Source: an optimization exercise on an open RTL-to-GDS flow (aim: small area, a short achievable clock period and few clock cycles per item). Production flows keep margins and buffers that such runs may drop.
Only simulation tests tie the RTL to the original design; equivalence was not proved.
Power is estimated from default activity; no workload was simulated.

==> flow/design.v <==
package qr_pkg;
endpackage
`timescale 1ns/10ps
module qr_cordic_top (
	input  logic               clk,
	input  logic               rst,
	input  logic               en,
	output logic               rd_a,
	output logic [1:0]         rd_a_row,
	output logic [0:0]         rd_a_col,
	input  logic signed [12:0] rd_a_data,
	output logic               wr_r,
	output logic [1:0]         wr_r_row,
	output logic [0:0]         wr_r_col,
	output logic signed [12:0] wr_r_data,
	output logic               valid
);
	logic       busy;
	logic [2:0] sl;         
	logic [3:0] ph;         
	logic [2:0] sn;         
	logic [3:0] pn;
	assign pn = (ph == 4'd12) ? 4'd0 : ph + 4'd1;
	assign sn = (ph == 4'd12) ? sl + 3'd1 : sl;
	always_ff @(posedge clk or posedge rst) begin
		if (rst) begin
			busy  <= 1'b0;
			sl    <= '0;
			ph    <= '0;
			rd_a  <= 1'b0;
			wr_r  <= 1'b0;
			valid <= 1'b0;
		end else begin
			if (en) begin
				busy <= 1'b1;
				sl   <= 3'd7;
				ph   <= 4'd11;
			end else if (busy) begin
				busy <= !(sl == 3'd5 && ph == 4'd3);
				sl   <= sn;
				ph   <= pn;
			end
			rd_a  <= en || (busy && (sn == 3'd7 || sn <= 3'd2) && (pn == 4'd11 || pn == 4'd12));
			wr_r  <= busy && ((sn == 3'd4 && pn <= 4'd1) || (sn == 3'd5 && pn == 4'd3));
			valid <= busy && sn == 3'd5 && pn == 4'd3;
		end
	end
	logic       v_it, r_it, g_it, yp_cap;
	logic       ks_x1, ks_x2, ks_x3, ks_yp;    
	logic [3:0] jv, jr, jg;                    
	logic       s03, s14, s25;                 
	assign s03 = sn <= 3'd3;
	assign s14 = sn >= 3'd1 && sn <= 3'd4;
	assign s25 = sn >= 3'd2 && sn <= 3'd5;
	always_ff @(posedge clk) begin
		v_it   <= s03 && pn <= 4'd11;
		r_it   <= s03 && pn >= 4'd1;
		g_it   <= (s14 && pn >= 4'd3) || (s25 && pn <= 4'd1);
		yp_cap <= s14 && pn == 4'd0;
		ks_x1  <= busy && s03 && pn == 4'd12;
		ks_x2  <= busy && s14 && pn == 4'd0;
		ks_yp  <= busy && s14 && pn == 4'd1;
		ks_x3  <= busy && s25 && pn == 4'd2;
		wr_r_row <= {1'b0, sn == 3'd5};
		wr_r_col <= sn == 3'd5 || pn == 4'd1;
		jv     <= pn;
		jr     <= jv;
		jg     <= (pn >= 4'd3) ? pn - 4'd3 : pn + 4'd10;
		rd_a_row <= en ? 2'd3 : 2'd2 - sn[1:0];
		rd_a_col <= !en && pn == 4'd12;
	end
	logic signed [11:0] y1, x2, y2, y3, y3p, ain;
	logic        [10:0] x1, x3;
	logic signed [11:0] x1e, x3e;
	logic [0:0]        dq;    
	assign x1e = {1'b0, x1};
	assign x3e = {1'b0, x3};
	assign ain = rd_a_data[11:0];
	logic signed [11:0] kin, kout;
	assign kin = ({12{ks_x1}} & x1e) | ({12{ks_x2}} & x2) | ({12{ks_x3}} & x3e) | ({12{ks_yp}} & y3p);
	qr_kgain u_k (.v(kin), .k(kout));
	logic signed [11:0] vx[0:1], vy[0:1];
	logic [0:0] vd;
	assign vx[0] = x1e;
	assign vy[0] = y1;
	logic signed [11:0] rx[0:1], ry[0:1];
	logic [0:0] rd;
	assign rx[0] = x2;
	assign ry[0] = y2;
	logic signed [11:0] gx[0:1], gy[0:1];
	logic [0:0] gd;
	assign gx[0] = x3e;
	assign gy[0] = y3;
	logic signed [11:0] vsx0, vsy0;
	assign vsx0 = vx[0] >>> jv;
	assign vsy0 = vy[0] >>> jv;
	assign vd[0] = ~vy[0][11];
	qr_addsub u_vx0 (.a(vx[0]), .b(vsy0), .add(vd[0]),  .s(vx[1]));
	qr_addsub u_vy0 (.a(vy[0]), .b(vsx0), .add(~vd[0]), .s(vy[1]));
	logic signed [11:0] rsx0, rsy0;
	assign rsx0 = rx[0] >>> jr;
	assign rsy0 = ry[0] >>> jr;
	assign rd[0] = dq[0];
	qr_addsub u_rx0 (.a(rx[0]), .b(rsy0), .add(rd[0]),  .s(rx[1]));
	qr_addsub u_ry0 (.a(ry[0]), .b(rsx0), .add(~rd[0]), .s(ry[1]));
	logic signed [11:0] gsx0, gsy0;
	assign gsx0 = gx[0] >>> jg;
	assign gsy0 = gy[0] >>> jg;
	assign gd[0] = ~gy[0][11];
	qr_addsub u_gx0 (.a(gx[0]), .b(gsy0), .add(gd[0]),  .s(gx[1]));
	qr_addsub u_gy0 (.a(gy[0]), .b(gsx0), .add(~gd[0]), .s(gy[1]));
	always_ff @(posedge clk) begin
		dq  <= vd;
		x1  <= v_it ? vx[1][10:0] : kout[10:0];
		y1  <= v_it ? vy[1] : ain;
		x2  <= r_it ? rx[1] : kout;
		y2  <= r_it ? ry[1] : ain;
		y3p <= yp_cap ? y2 : kout;
		x3  <= g_it ? gx[1][10:0] : kout[10:0];
		y3  <= g_it ? gy[1] : y3p;
	end
	always_ff @(posedge clk) begin
		wr_r_data <= 13'(kout);
	end
endmodule
module qr_kgain (
	input  logic signed [11:0] v,
	output logic signed [11:0] k
);
	logic signed [21:0] ve;
	logic signed [21:0] p;
	assign ve = v;
	assign p  = (ve <<< 9) + (ve <<< 7) - (ve <<< 4) - (ve <<< 1);
	assign k  = p[21:10];
endmodule
module qr_addsub (
	input  logic [11:0] a,
	input  logic [11:0] b,
	input  logic        add,
	output logic [11:0] s
);
	logic [11:0] bb, g, p;
	logic [11:0] gl [0:4];
	logic [11:0] pl [0:4];
	assign bb = add ? b : ~b;
	assign g  = a & bb;
	assign p  = a ^ bb;
	always_comb begin
		gl[0] = g;
		pl[0] = p;
		gl[0][0] = g[0] | (p[0] & ~add);
		for (int l = 0; l < 4; l++) begin
			gl[l+1] = gl[l];
			pl[l+1] = pl[l];
			for (int i = 0; i < 12; i++) begin
				if ((i >> l) & 1) begin
					gl[l+1][i] = gl[l][i] | (pl[l][i] & gl[l][((i >> l) << l) - 1]);
					pl[l+1][i] = pl[l][i] & pl[l][((i >> l) << l) - 1];
				end
			end
		end
	end
	assign s = p ^ {gl[4][10:0], ~add};
endmodule
Settings: LEC_CHECK=0, CAP_MARGIN=20, CORE_MARGIN=2, CORE_UTILIZATION=70, CTS_BUF_LIST=sky130_fd_sc_hd__clkbuf_8, SLEW_MARGIN=20; clock period 17.0 ns.
standard.sh (not shown) runs the stock make flow with config.mk's settings and CLKGATE_MAP_FILE= SYNTH_SCRIPT=/design/flow/synth_recipe.tcl, a recipe that flattens the netlist after the stock synthesis.
==> flow/flow/run.sh <==
#!/bin/bash
set -euo pipefail
bash standard.sh finish SETUP_SLACK_MARGIN=12.6 > orfs_flow.log 2>&1
The baseline completed with no timing, DRC or antenna violations.
Testbench counts at the start, summed over its fixed seeds: cycles 13,824, items 192.
Then changed:
--- a/flow/design.v
+++ b/flow/design.v
@@ -26,19 +26,10 @@
 		if (rst) begin
 			busy  <= 1'b0;
-			sl    <= '0;
-			ph    <= '0;
 			rd_a  <= 1'b0;
 			wr_r  <= 1'b0;
 			valid <= 1'b0;
 		end else begin
-			if (en) begin
-				busy <= 1'b1;
-				sl   <= 3'd7;
-				ph   <= 4'd11;
-			end else if (busy) begin
-				busy <= !(sl == 3'd5 && ph == 4'd3);
-				sl   <= sn;
-				ph   <= pn;
-			end
+			if (en)        busy <= 1'b1;
+			else if (busy) busy <= !(sl == 3'd5 && ph == 4'd3);
 			rd_a  <= en || (busy && (sn == 3'd7 || sn <= 3'd2) && (pn == 4'd11 || pn == 4'd12));
 			wr_r  <= busy && ((sn == 3'd4 && pn <= 4'd1) || (sn == 3'd5 && pn == 4'd3));
@@ -46,7 +37,12 @@
 		end
 	end
+	always_ff @(posedge clk) begin
+		sl <= en ? 3'd7 : sn;
+		ph <= en ? 4'd11 : pn;
+	end
 	logic       v_it, r_it, g_it, yp_cap;
 	logic       ks_x1, ks_x2, ks_x3, ks_yp;    
 	logic [3:0] jv, jr, jg;                    
+	assign jv = ph;                            
 	logic       s03, s14, s25;                 
 	assign s03 = sn <= 3'd3;
@@ -64,6 +60,5 @@
 		wr_r_row <= {1'b0, sn == 3'd5};
 		wr_r_col <= sn == 3'd5 || pn == 4'd1;
-		jv     <= pn;
-		jr     <= jv;
+		jr     <= ph;
 		jg     <= (pn >= 4'd3) ? pn - 4'd3 : pn + 4'd10;
 		rd_a_row <= en ? 2'd3 : 2'd2 - sn[1:0];
What happened: The new run went through all stages and came out clean; wire length is lower by a few percent; clock skew hardly moves; worst setup slack gets better by 0.015 ns; final area is lower by a few percent; clock power is lower by roughly a tenth; maximum frequency is higher slightly; power hardly moves; first-iteration DRC count is lower by a few percent; clock-buffer cell count is higher by 2; via count is lower by a few percent; sequential power is higher slightly; synthesized area is lower by a few percent; worst hold slack gets worse by 0.029 ns.
Testbench counts after the change, summed over its fixed seeds: cycles 13,824, items 192.

-- what the ideal ports hide --
The results above use ideal ports. As a check the final layouts listed here were re-extracted and re-timed, cells and wires unchanged. Step 1 (the two cells are an assumption about what drives the block):
set clk [get_ports {clk}]
set_driving_cell -lib_cell sky130_fd_sc_hd__clkbuf_16 $clk
set_driving_cell -lib_cell sky130_fd_sc_hd__buf_2 [delete_from_list [all_inputs] $clk]
Step 2 times the ports against the registers' clock, not the clock port: input delays grow and output delays shrink by t, the midpoint of the rising clock arrivals with the driver on. Three values: ideal ports, drivers, drivers and shift; two values: the first two.
run | t, ns | setup slack, ns | worst setup path after step 2 | slew at the worst register clock pin (ns)
the first run | 0.511 | 12.606 / 12.561 / 12.540 | input to register | 0.10 / 0.10
the second run | 0.491 | 12.621 / 12.609 / 12.516 | input to register | 0.08 / 0.08
After both steps setup and hold are still met in every run listed. For the second run, which loses most, drivers alone change the setup slack by -0.012 ns; drivers and shift together by -0.105 ns.
